Context: an optimization exercise on an open-source flow, tuned for small area. The choices shown serve that exercise and are no tape-out recipe.
Only simulation tests tie the RTL to the original design; equivalence was not proved.

`config.mk`:
```
export PLATFORM = sky130hd
export DESIGN_NAME = step_detector_cadence_core
export DESIGN_NICKNAME = step_detector_cadence_core
export VERILOG_FILES = /design/flow/design.v
export SDC_FILE = /design/flow/constraint.sdc
export NUM_CORES = 4
export LEC_CHECK = 0
export CAP_MARGIN = 20
export CORE_MARGIN = 2
export CORE_UTILIZATION = 40
export SLEW_MARGIN = 20
```
`constraint.sdc`:
```
create_clock -name core_clock -period 9.0 [get_ports {clock}]
set_input_delay 1.8000 -clock core_clock [delete_from_list [all_inputs] [get_ports {clock}]]
set_output_delay 1.8000 -clock core_clock [all_outputs]
set_load 0.01 [all_outputs]
```
`design.v`:
```
`timescale 1ns / 1ps
package sdc_pkg;
   localparam int ACCEL_W      = 16;
   localparam int TIME_W       = 32;
   localparam int THR_W        = 15;
   localparam int INTV_W       = 16;
   localparam int STEP_COUNT_W = 24;
   localparam int CAD_W        = 17;
   localparam int CSR_IDX_W    = 3;
   localparam int CSR_DATA_W   = 16;
   localparam int COUNT_WIDTH_DEF = 24;
   localparam logic [CSR_IDX_W-1:0] CSR_PEAK_THRESHOLD  = 3'd0;
   localparam logic [CSR_IDX_W-1:0] CSR_RELEASE_MARGIN  = 3'd1;
   localparam logic [CSR_IDX_W-1:0] CSR_MIN_INTERVAL_MS = 3'd2;
   localparam logic [CSR_IDX_W-1:0] CSR_MAX_INTERVAL_MS = 3'd3;
   localparam logic [CSR_IDX_W-1:0] CSR_IDLE_TIMEOUT_MS = 3'd4;
   localparam logic [THR_W-1:0]  PEAK_THRESHOLD_RST  = 15'd3072;
   localparam logic [THR_W-1:0]  RELEASE_MARGIN_RST  = 15'd256;
   localparam logic [INTV_W-1:0] MIN_INTERVAL_RST    = 16'd200;
   localparam logic [INTV_W-1:0] MAX_INTERVAL_RST    = 16'd3000;
   localparam logic [INTV_W-1:0] IDLE_TIMEOUT_RST    = 16'd2500;
   localparam int MUL_W  = 17;
   localparam int PROD_W = 32;
   localparam int                 DIV_W     = 24;
   localparam logic [DIV_W-1:0]   DIV_NUMER = 24'd15360000;  
   localparam logic [CAD_W-1:0]   CAD_MAX   = 17'd131071;
   localparam logic [MUL_W-1:0]   W_OLD     = 17'd179;
   localparam logic [MUL_W-1:0]   W_NEW     = 17'd77;
   localparam logic [PROD_W-1:0]  AVG_ROUND = 32'd128;
   typedef struct packed {
      logic busy;
      logic done;
   } sdc_div_stat_type;
endpackage
`timescale 1ns / 1ps
module sdc_div (
   input  logic                          clock,
   input  logic                          reset,
   input  logic                          start,
   input  logic [sdc_pkg::DIV_W-1:0]     dividend,
   input  logic [sdc_pkg::INTV_W-1:0]    divisor,
   output sdc_pkg::sdc_div_stat_type     stat,
   output logic [sdc_pkg::DIV_W-1:0]     quotient
);
   localparam int INTV_W = sdc_pkg::INTV_W;
   localparam int DIV_W = sdc_pkg::DIV_W;
   localparam int CNT_W = $clog2(DIV_W);
   localparam logic [CNT_W-1:0] CNT_LAST = CNT_W'(DIV_W - 1);
   logic              busy_ff, busy_in;
   logic              done_ff, done_in;
   logic [CNT_W-1:0]  cnt_ff, cnt_in;
   logic [INTV_W-1:0] rem_ff, rem_in;
   logic [DIV_W-1:0]  quo_ff, quo_in;
   logic [INTV_W-1:0] dsr_ff, dsr_in;
   logic [INTV_W:0]   shifted;
   logic [INTV_W:0]   diff;
   logic              fits;
   assign shifted = {rem_ff, quo_ff[DIV_W-1]};
   assign diff    = shifted - {1'b0, dsr_ff};
   assign fits    = shifted >= {1'b0, dsr_ff};
   always_comb begin
      busy_in = busy_ff;
      done_in = 1'b0;
      cnt_in  = cnt_ff;
      rem_in  = rem_ff;
      quo_in  = quo_ff;
      dsr_in  = dsr_ff;
      if (start) begin
         busy_in = 1'b1;
         cnt_in  = '0;
         rem_in  = '0;
         quo_in  = dividend;
         dsr_in  = divisor;
      end else if (busy_ff) begin
         rem_in = fits ? diff[INTV_W-1:0] : shifted[INTV_W-1:0];
         quo_in = {quo_ff[DIV_W-2:0], fits};
         cnt_in = cnt_ff + 1'b1;
         if (cnt_ff == CNT_LAST) begin
            busy_in = 1'b0;
            done_in = 1'b1;
         end
      end
   end
   always_ff @(posedge clock) begin
      if (reset) begin
         busy_ff <= 1'b0;
         done_ff <= 1'b0;
         cnt_ff  <= '0;
      end else begin
         busy_ff <= busy_in;
         done_ff <= done_in;
         cnt_ff  <= cnt_in;
      end
      rem_ff <= rem_in;
      quo_ff <= quo_in;
      dsr_ff <= dsr_in;
   end
   assign stat.busy = busy_ff;
   assign stat.done = done_ff;
   assign quotient  = quo_ff;
endmodule
`timescale 1ns / 1ps
module step_detector_cadence_core #(
   parameter int COUNT_WIDTH = sdc_pkg::COUNT_WIDTH_DEF
) (
   input  logic                                  clock,
   input  logic                                  reset,
   input  logic                                  csr_we,
   input  logic [sdc_pkg::CSR_IDX_W-1:0]         csr_index,
   input  logic [sdc_pkg::CSR_DATA_W-1:0]        csr_wdata,
   input  logic                                  req_valid,
   output logic                                  req_stall,
   input  logic signed [sdc_pkg::ACCEL_W-1:0]    req_accel_x,
   input  logic signed [sdc_pkg::ACCEL_W-1:0]    req_accel_y,
   input  logic signed [sdc_pkg::ACCEL_W-1:0]    req_accel_z,
   input  logic [sdc_pkg::TIME_W-1:0]            req_time_ms,
   input  logic                                  req_clear_count,
   output logic                                  rsp_valid,
   input  logic                                  rsp_stall,
   output logic                                  rsp_stepped,
   output logic [sdc_pkg::STEP_COUNT_W-1:0]      rsp_step_count,
   output logic [sdc_pkg::CAD_W-1:0]             rsp_cadence
);
   localparam int ACCEL_W = sdc_pkg::ACCEL_W;
   localparam int TIME_W = sdc_pkg::TIME_W;
   localparam int THR_W = sdc_pkg::THR_W;
   localparam int INTV_W = sdc_pkg::INTV_W;
   localparam int STEP_COUNT_W = sdc_pkg::STEP_COUNT_W;
   localparam int CAD_W = sdc_pkg::CAD_W;
   localparam logic [sdc_pkg::CSR_IDX_W-1:0] CSR_PEAK_THRESHOLD = sdc_pkg::CSR_PEAK_THRESHOLD;
   localparam logic [sdc_pkg::CSR_IDX_W-1:0] CSR_RELEASE_MARGIN = sdc_pkg::CSR_RELEASE_MARGIN;
   localparam logic [sdc_pkg::CSR_IDX_W-1:0] CSR_MIN_INTERVAL_MS = sdc_pkg::CSR_MIN_INTERVAL_MS;
   localparam logic [sdc_pkg::CSR_IDX_W-1:0] CSR_MAX_INTERVAL_MS = sdc_pkg::CSR_MAX_INTERVAL_MS;
   localparam logic [sdc_pkg::CSR_IDX_W-1:0] CSR_IDLE_TIMEOUT_MS = sdc_pkg::CSR_IDLE_TIMEOUT_MS;
   localparam logic [sdc_pkg::THR_W-1:0] PEAK_THRESHOLD_RST = sdc_pkg::PEAK_THRESHOLD_RST;
   localparam logic [sdc_pkg::THR_W-1:0] RELEASE_MARGIN_RST = sdc_pkg::RELEASE_MARGIN_RST;
   localparam logic [sdc_pkg::INTV_W-1:0] MIN_INTERVAL_RST = sdc_pkg::MIN_INTERVAL_RST;
   localparam logic [sdc_pkg::INTV_W-1:0] MAX_INTERVAL_RST = sdc_pkg::MAX_INTERVAL_RST;
   localparam logic [sdc_pkg::INTV_W-1:0] IDLE_TIMEOUT_RST = sdc_pkg::IDLE_TIMEOUT_RST;
   localparam int MUL_W = sdc_pkg::MUL_W;
   localparam int PROD_W = sdc_pkg::PROD_W;
   localparam int DIV_W = sdc_pkg::DIV_W;
   localparam logic [sdc_pkg::DIV_W-1:0] DIV_NUMER = sdc_pkg::DIV_NUMER;
   localparam logic [sdc_pkg::CAD_W-1:0] CAD_MAX = sdc_pkg::CAD_MAX;
   localparam logic [sdc_pkg::MUL_W-1:0] W_OLD = sdc_pkg::W_OLD;
   localparam logic [sdc_pkg::MUL_W-1:0] W_NEW = sdc_pkg::W_NEW;
   localparam logic [sdc_pkg::PROD_W-1:0] AVG_ROUND = sdc_pkg::AVG_ROUND;
   typedef enum logic [6:0] {
      S_IDLE   = 7'b0000001,
      S_MUL    = 7'b0000010,
      S_ACC    = 7'b0000100,
      S_DECIDE = 7'b0001000,
      S_DIV    = 7'b0010000,
      S_AVG    = 7'b0100000,
      S_DONE   = 7'b1000000
   } state_type;
   typedef enum logic [2:0] {
      MI_X   = 3'd0,    
      MI_Y   = 3'd1,    
      MI_Z   = 3'd2,    
      MI_THR = 3'd3,    
      MI_LVL = 3'd4,    
      MI_OLD = 3'd5,    
      MI_NEW = 3'd6     
   } mul_op_type;
   localparam logic [COUNT_WIDTH-1:0] COUNT_MAX = '1;
   logic [THR_W-1:0]  peak_thr_ff;
   logic [THR_W-1:0]  margin_ff;
   logic [INTV_W-1:0] min_intv_ff;
   logic [INTV_W-1:0] max_intv_ff;
   logic [INTV_W-1:0] idle_to_ff;
   state_type          state_ff, state_in;
   mul_op_type         op_ff, op_in;
   logic [ACCEL_W-1:0] x_ff, x_in, y_ff, y_in, z_ff, z_in;
   logic [TIME_W-1:0]  now_ff, now_in;
   logic [PROD_W-1:0]  prod_ff, prod_in;
   logic [PROD_W-1:0]  acc_ff, acc_in;       
   logic [PROD_W-1:0]  thr2_ff, thr2_in;
   logic [PROD_W-1:0]  lvl2_ff, lvl2_in;
   logic [CAD_W-1:0]   inst_ff, inst_in;
   logic               stepped_ff, stepped_in;
   logic                   latched_ff, latched_in;
   logic [COUNT_WIDTH-1:0] steps_ff, steps_in;
   logic [TIME_W-1:0]      last_ff, last_in;
   logic                   have_last_ff, have_last_in;
   logic [CAD_W-1:0]       cad_ff, cad_in;
   logic                    rsp_valid_ff, rsp_valid_in;
   logic                    rsp_stepped_ff, rsp_stepped_in;
   logic [STEP_COUNT_W-1:0] rsp_count_ff, rsp_count_in;
   logic [CAD_W-1:0]        rsp_cad_ff, rsp_cad_in;
   logic [MUL_W-1:0]   mul_a, mul_b;
   logic [2*MUL_W-1:0] mul_p;
   logic                 div_start;
   logic [DIV_W-1:0]     div_dividend;
   logic [INTV_W-1:0]    div_divisor;
   sdc_pkg::sdc_div_stat_type     div_stat;
   logic [DIV_W-1:0]     div_quo;
   logic              req_xfer, rsp_xfer;
   logic [TIME_W-1:0] since_last;
   logic              hit, go_div, rearm_en;
   logic [THR_W-1:0]  lvl;
   assign req_xfer = req_valid && !req_stall;
   assign rsp_xfer = rsp_valid_ff && !rsp_stall;
   function automatic logic [MUL_W-1:0] mag17(input logic [ACCEL_W-1:0] v);
      logic [MUL_W-1:0] ext;
      ext = {v[ACCEL_W-1], v};
      mag17 = v[ACCEL_W-1] ? (MUL_W'(0) - ext) : ext;
   endfunction
   assign rearm_en = margin_ff < peak_thr_ff;
   assign lvl      = peak_thr_ff - margin_ff;
   always_comb begin
      case (op_ff)
         MI_X: begin
            mul_a = mag17(x_ff);
            mul_b = mag17(x_ff);
         end
         MI_Y: begin
            mul_a = mag17(y_ff);
            mul_b = mag17(y_ff);
         end
         MI_Z: begin
            mul_a = mag17(z_ff);
            mul_b = mag17(z_ff);
         end
         MI_THR: begin
            mul_a = MUL_W'(peak_thr_ff);
            mul_b = MUL_W'(peak_thr_ff);
         end
         MI_LVL: begin
            mul_a = MUL_W'(lvl);
            mul_b = MUL_W'(lvl);
         end
         MI_OLD: begin
            mul_a = W_OLD;
            mul_b = cad_ff;
         end
         MI_NEW: begin
            mul_a = W_NEW;
            mul_b = inst_ff;
         end
         default: begin
            mul_a = '0;
            mul_b = '0;
         end
      endcase
   end
   assign mul_p = mul_a * mul_b;
   assign since_last   = now_ff - last_ff;
   assign hit          = (acc_ff > thr2_ff) && !latched_ff;
   assign go_div       = hit && have_last_ff
                         && (since_last > TIME_W'(min_intv_ff))
                         && (since_last < TIME_W'(max_intv_ff));
   assign div_start    = (state_ff == S_DECIDE) && go_div;
   assign div_dividend = DIV_NUMER + DIV_W'(since_last[INTV_W-1:1]);
   assign div_divisor  = since_last[INTV_W-1:0];
   sdc_div u_div (
      .clock    (clock),
      .reset    (reset),
      .start    (div_start),
      .dividend (div_dividend),
      .divisor  (div_divisor),
      .stat     (div_stat),
      .quotient (div_quo)
   );
   always_comb begin
      state_in       = state_ff;
      op_in          = op_ff;
      x_in           = x_ff;
      y_in           = y_ff;
      z_in           = z_ff;
      now_in         = now_ff;
      prod_in        = prod_ff;
      acc_in         = acc_ff;
      thr2_in        = thr2_ff;
      lvl2_in        = lvl2_ff;
      inst_in        = inst_ff;
      stepped_in     = stepped_ff;
      latched_in     = latched_ff;
      steps_in       = steps_ff;
      last_in        = last_ff;
      have_last_in   = have_last_ff;
      cad_in         = cad_ff;
      rsp_valid_in   = rsp_valid_ff && !rsp_xfer;
      rsp_stepped_in = rsp_stepped_ff;
      rsp_count_in   = rsp_count_ff;
      rsp_cad_in     = rsp_cad_ff;
      case (state_ff)
         S_IDLE: begin
            if (req_xfer) begin
               x_in       = req_accel_x;
               y_in       = req_accel_y;
               z_in       = req_accel_z;
               now_in     = req_time_ms;
               stepped_in = 1'b0;
               op_in      = MI_X;
               if (req_clear_count) begin
                  steps_in = '0;
               end
               state_in = S_MUL;
            end
         end
         S_MUL: begin
            prod_in  = mul_p[PROD_W-1:0];
            state_in = S_ACC;
         end
         S_ACC: begin
            state_in = S_MUL;
            op_in    = mul_op_type'(op_ff + 3'd1);
            case (op_ff)
               MI_X:   acc_in  = prod_ff;
               MI_Y:   acc_in  = acc_ff + prod_ff;
               MI_Z:   acc_in  = acc_ff + prod_ff;
               MI_THR: thr2_in = prod_ff;
               MI_LVL: begin
                  lvl2_in  = prod_ff;
                  state_in = S_DECIDE;
               end
               MI_OLD: acc_in = prod_ff;
               MI_NEW: begin
                  acc_in   = acc_ff + prod_ff;
                  state_in = S_AVG;
               end
               default: state_in = S_IDLE;
            endcase
         end
         S_DECIDE: begin
            if (hit) begin
               latched_in   = 1'b1;
               stepped_in   = 1'b1;
               last_in      = now_ff;
               have_last_in = 1'b1;
               if (steps_ff != COUNT_MAX) begin
                  steps_in = steps_ff + 1'b1;
               end
            end else if (since_last > TIME_W'(idle_to_ff)) begin
               cad_in = '0;
            end
            if (rearm_en && (acc_ff < lvl2_ff)) begin
               latched_in = 1'b0;
            end
            state_in = go_div ? S_DIV : S_DONE;
         end
         S_DIV: begin
            if (div_stat.done) begin
               inst_in  = (div_quo > DIV_W'(CAD_MAX)) ? CAD_MAX : div_quo[CAD_W-1:0];
               op_in    = MI_OLD;
               state_in = S_MUL;
            end
         end
         S_AVG: begin
            acc_in   = acc_ff + AVG_ROUND;
            cad_in   = CAD_W'((acc_ff + AVG_ROUND) >> 8);
            state_in = S_DONE;
         end
         S_DONE: begin
            if (!rsp_valid_ff || !rsp_stall) begin
               rsp_valid_in   = 1'b1;
               rsp_stepped_in = stepped_ff;
               rsp_count_in   = STEP_COUNT_W'(steps_ff);
               rsp_cad_in     = cad_ff;
               state_in       = S_IDLE;
            end
         end
         default: state_in = S_IDLE;
      endcase
   end
   always_ff @(posedge clock) begin
      if (reset) begin
         peak_thr_ff <= PEAK_THRESHOLD_RST;
         margin_ff   <= RELEASE_MARGIN_RST;
         min_intv_ff <= MIN_INTERVAL_RST;
         max_intv_ff <= MAX_INTERVAL_RST;
         idle_to_ff  <= IDLE_TIMEOUT_RST;
      end else if (csr_we) begin
         case (csr_index)
            CSR_PEAK_THRESHOLD:  peak_thr_ff <= csr_wdata[THR_W-1:0];
            CSR_RELEASE_MARGIN:  margin_ff   <= csr_wdata[THR_W-1:0];
            CSR_MIN_INTERVAL_MS: min_intv_ff <= csr_wdata[INTV_W-1:0];
            CSR_MAX_INTERVAL_MS: max_intv_ff <= csr_wdata[INTV_W-1:0];
            CSR_IDLE_TIMEOUT_MS: idle_to_ff  <= csr_wdata[INTV_W-1:0];
            default: ;
         endcase
      end
   end
   always_ff @(posedge clock) begin
      if (reset) begin
         state_ff     <= S_IDLE;
         op_ff        <= MI_X;
         latched_ff   <= 1'b0;
         steps_ff     <= '0;
         last_ff      <= '0;
         have_last_ff <= 1'b0;
         cad_ff       <= '0;
         rsp_valid_ff <= 1'b0;
      end else begin
         state_ff     <= state_in;
         op_ff        <= op_in;
         latched_ff   <= latched_in;
         steps_ff     <= steps_in;
         last_ff      <= last_in;
         have_last_ff <= have_last_in;
         cad_ff       <= cad_in;
         rsp_valid_ff <= rsp_valid_in;
      end
      x_ff           <= x_in;
      y_ff           <= y_in;
      z_ff           <= z_in;
      now_ff         <= now_in;
      prod_ff        <= prod_in;
      acc_ff         <= acc_in;
      thr2_ff        <= thr2_in;
      lvl2_ff        <= lvl2_in;
      inst_ff        <= inst_in;
      stepped_ff     <= stepped_in;
      rsp_stepped_ff <= rsp_stepped_in;
      rsp_count_ff   <= rsp_count_in;
      rsp_cad_ff     <= rsp_cad_in;
   end
   assign req_stall      = (state_ff != S_IDLE);
   assign rsp_valid      = rsp_valid_ff;
   assign rsp_stepped    = rsp_stepped_ff;
   assign rsp_step_count = rsp_count_ff;
   assign rsp_cadence    = rsp_cad_ff;
endmodule
```
`run.sh`:
```
#!/bin/bash
# synth_recipe.tcl (not shown) runs the flow's synth.tcl, then flattens the netlist and writes it again
# the make line also repeats each setting of config.mk as NAME=value (left out here)
make -C /OpenROAD-flow-scripts/flow DESIGN_CONFIG=/design/flow/config.mk WORK_HOME=/design/flow/orfs CLKGATE_MAP_FILE= SYNTH_SCRIPT=/design/flow/synth_recipe.tcl finish
```
==> results by group <==
CTS
  – CTS tree: built
  – H-tree depth: 2
  – Max Root-Sink Buffers: 3
  – Root buffer cell: clkbuf_16
  – Hold buffer count at cts: 0
  – Clock transition at path regs: 0.07 ns
  – Num CTS Buffers: 56
  – Insertion delay to the later sink of the worst-skew pair: 0.67 ns
  – CTS sink cnt: 495

Placement
  – Final Wtd Congestion: 0.946
  – Placed cell count: 5241
  – Port-buffer cells: 148
  – Detailed placement HPWL: 78600 um
  – Dpl ws: 0.159 ns

STA
  – Final Skew: 0.0535 ns
  – Max_slew headroom: 0.212
  – Setup violators final: 0
  – Crit path time final: 8.59 ns
  – Fin worst setup slack: 0.414 ns
  – Post-route setup TNS: 0 ns
  – Final Hold Viols: 0
  – Slew Limit Fails: 0
  – Slew @ Worst Pin: 1.18 ns
  – Max Freq: 116 MHz
  – Final Cycle Share: 0.954
  – Min Hold Slack: 0.450 ns

Critical path
  – Slowest stage delay, CP: 0.56 ns
  – Crit. End Element: register
  – Most used cell, CP: fa_1
  – Req. time, crit path: 9.39 ns
  – Crit-path max FO: 5
  – Worst Setup Start Kind: register
  – Critical path class: register to register
  – Slowest CP cell: fa_1
  – Worst EP arrival: 8.98 ns

Run status
  – Status: finished clean

GRT
  – Global-route wire length before repair: 159000 um
  – Initial antenna violation count: 6
  – Vias in the first global route: 28000
  – Gr ovfl total: 0
  – Gr usage total: 0.217
  – Largest net degree at the start of global routing: 64

Synthesis
  – Number of synthesized register bits: 495
  – Synth unique cells: 89
  – Top FF cell, synth: edfxtp_1
  – Async S/R FF share, synth: 0
  – Sequential share of the synthesized area: 0.353
  – Mean Syn Cell Area: 9.36 sq um
  – Synth warnings: 2
  – Cell count after synthesis: 3930
  – Number of synthesized flops with an enable pin: 308
  – Mapped cell area: 0.0368 sq mm

Drt
  – Initial drt markers: 2051
  – Post-Route WL: 103000 um
  – Remaining DRCs: 0
  – Vias/cell: 5.35
  – Per-cell routed wire length: 19.2 um
  – 1st-pass router iterations: 5
  – Vias: 28600
  – Post-DRT Antenna Nets: 0

Layout
  – Antenna Cells: 0
  – Fin util: 0.461
  – Leading cell types in the layout, fill and taps excluded: 561 x nand2_1, 517 x inv_1, 311 x ha_1
  – Final net count: 4763
  – Share of layout cells above drive strength 1: 0.0706
  – Area delta synth->final: 14.5%
  – Commonest non-fill, non-tap cell in the layout: nand2_1
  – Fin cells: 5353

Die
  – Die H: 307 um
  – Initial Utilization: 0.402
  – Core ar.: 0.0914 sq mm
  – Die Wd: 307 um
  – Row count: 111
  – Die area: 0.0944 sq mm
  – I/O pin cnt: 149

Flow run
  – MaxCap Viol Count: 0

Worst hold path
  – Hold Path Class: register to register
cells in the mapped netlist, types with 7 or more instances:
| cell | number | share of area |
|---|---|---|
| nand2_1 | 561 | 0.057 |
| inv_1 | 519 | 0.053 |
| ha_1 | 312 | 0.11 |
| edfxtp_1 | 308 | 0.25 |
| a21oi_1 | 287 | 0.039 |
| nor2_1 | 255 | 0.026 |
| fa_1 | 227 | 0.12 |
| dfxtp_1 | 187 | 0.10 |
| clkbuf_1 | 124 | 0.013 |
| o21ai_0 | 114 | 0.016 |
| a21o_1 | 80 | 0.016 |
| xnor2_1 | 80 | 0.019 |
| xor2_1 | 75 | 0.018 |
| nand3_1 | 54 | 0.0073 |
| nor3_1 | 51 | 0.0069 |
| a211oi_1 | 48 | 0.0098 |
| nand4_1 | 46 | 0.0078 |
| and2_1 | 41 | 0.0070 |
| and3_1 | 37 | 0.0063 |
| o21a_1 | 37 | 0.0076 |
| nand2b_1 | 36 | 0.0061 |
| nor2b_1 | 31 | 0.0053 |
| nand3b_1 | 29 | 0.0059 |
| or2_2 | 25 | 0.0043 |
| mux2i_1 | 24 | 0.0065 |
| o31ai_1 | 23 | 0.0047 |
| or3_1 | 21 | 0.0036 |
| a31oi_1 | 19 | 0.0032 |
| o211ai_1 | 17 | 0.0035 |
| o211a_1 | 15 | 0.0041 |
| o22ai_1 | 15 | 0.0026 |
| mux2_4 | 14 | 0.0057 |
| nor4_1 | 13 | 0.0022 |
| a211o_1 | 11 | 0.0026 |
| a211oi_2 | 11 | 0.0037 |
| a22oi_1 | 10 | 0.0020 |
| o21bai_1 | 10 | 0.0020 |
| a221o_1 | 9 | 0.0024 |
| a2111oi_0 | 8 | 0.0019 |
| a21boi_0 | 8 | 0.0016 |
| a311oi_1 | 8 | 0.0019 |
| o31a_1 | 8 | 0.0019 |
| or4_1 | 7 | 0.0014 |
timing repair:
item / in CTS / in global routing
buffers inserted: 0 / 5
endpoints found under the setup margin: 0 / 11
gates resized for setup: 0 / 24
critical path, delay by kind of cell, from the launching register on:
family | cells | cell delay, ns
adder cells (fa/ha/maj) | 9 | 3.62
AO/OA/AOI/OAI | 15 | 3.38
buffers and inverters | 7 | 0.65
flip-flops | 1 | 0.32
AND/OR/NAND/NOR | 2 | 0.22
XOR/XNOR | 1 | 0.14
final timing paths:
kind | startpoint | to | slack, ns | cells past startpoint
max | peak_thr_ff[0] | prod_ff[31] | 0.41 | 34
min | last_ff[27] | last_ff[27] | 0.45 | 2
max reg2reg | peak_thr_ff[0] | prod_ff[31] | 0.41 | 34
min reg2reg | last_ff[27] | last_ff[27] | 0.45 | 2
cell families (layout without fill, tap and decap cells):
family / count (synthesis) / after routing / share of synthesized area
compound gates: 796 / 797 / 0.142
buf+inv: 658 / 881 / 0.0682
mux: 43 / 43 / 0.0138
xor+xnor: 155 / 155 / 0.0369
flops: 495 / 495 / 0.353
simple gates: 1242 / 1242 / 0.156
fa+ha+maj: 539 / 539 / 0.230
other cells: 2 / 15 / 0.000204
through the flow:
stage               cell area (sq um)
floorplan                       36800
detailed placement              40100
global route                    42100
global placement                40100
finish                          42100
CTS                             42000
layout make-up:
| type | instances | area (sq um) |
|---|---|---|
| clock inverters | 24 | 318 |
| inverters | 520 | 1950 |
| clock buffers | 82 | 1580 |
| flip-flops and latches | 495 | 13000 |
| repair buffers | 255 | 2310 |
| well taps | 1186 | 1480 |
| fillers | 8851 | 49300 |
| multi-input cells | 2791 | 21500 |
sequential cells by signal (all words and copies together), names as in the netlist, 5 cells and up:
| signal | count |
|---|---|
| peak_thr_ff | 15 |
| y_ff | 16 |
| u_div.cnt_ff | 5 |
| steps_ff | 24 |
| rsp_count_ff | 24 |
| margin_ff | 15 |
| lvl2_ff | 32 |
| min_intv_ff | 16 |
| state_ff | 7 |
| last_ff | 32 |
| now_ff | 32 |
| prod_ff | 32 |
| thr2_ff | 32 |
| rsp_cad_ff | 17 |
| u_div.dsr_ff | 16 |
| max_intv_ff | 16 |
| idle_to_ff | 16 |
| u_div.rem_ff | 16 |
| acc_ff | 32 |
| u_div.quo_ff | 24 |
| z_ff | 16 |
| x_ff | 16 |
| inst_ff | 17 |
| cad_ff | 17 |
layer usage:
layer | wire, um | GRT usage | up-vias | share of wire
met2 | 47800 | 0.357 | 807 | 0.47
met3 | 6500 | 0.0398 | 200 | 0.063
li1 | - | - | 13800 | -
met5 | 47 | 0 | - | 0.00046
met1 | 44500 | 0.287 | 13800 | 0.43
met4 | 3720 | 0.0731 | 6 | 0.036

separate check: timing with driven ports:
In the flow no input, the clock included, has a driving cell. The finished layout below was timed again as built, in two steps.
Step 1 (the two cells are an assumption about what drives the block):
set clk [get_ports {clock}]
set_driving_cell -lib_cell sky130_fd_sc_hd__clkbuf_16 $clk
set_driving_cell -lib_cell sky130_fd_sc_hd__buf_2 [delete_from_list [all_inputs] $clk]
Step 2 also shifts input and output timing later by t, the mid clock arrival at the registers, as if the neighbouring blocks saw the same clock.
Slacks: no drivers / after step 1 / after step 2; pairs: no drivers / after step 1.
t (ns): 0.709
slack for setup (ns): 0.414 / 0.414 / 0.414
worst setup path at the end: register to register
worst register clock-pin slew, ns: 0.07 / 0.07
pins driven straight from the clock port: 1
After both steps setup and hold are still met in this run. For this run, drivers alone change the setup slack by 0.000 ns; drivers and shift together by 0.000 ns.
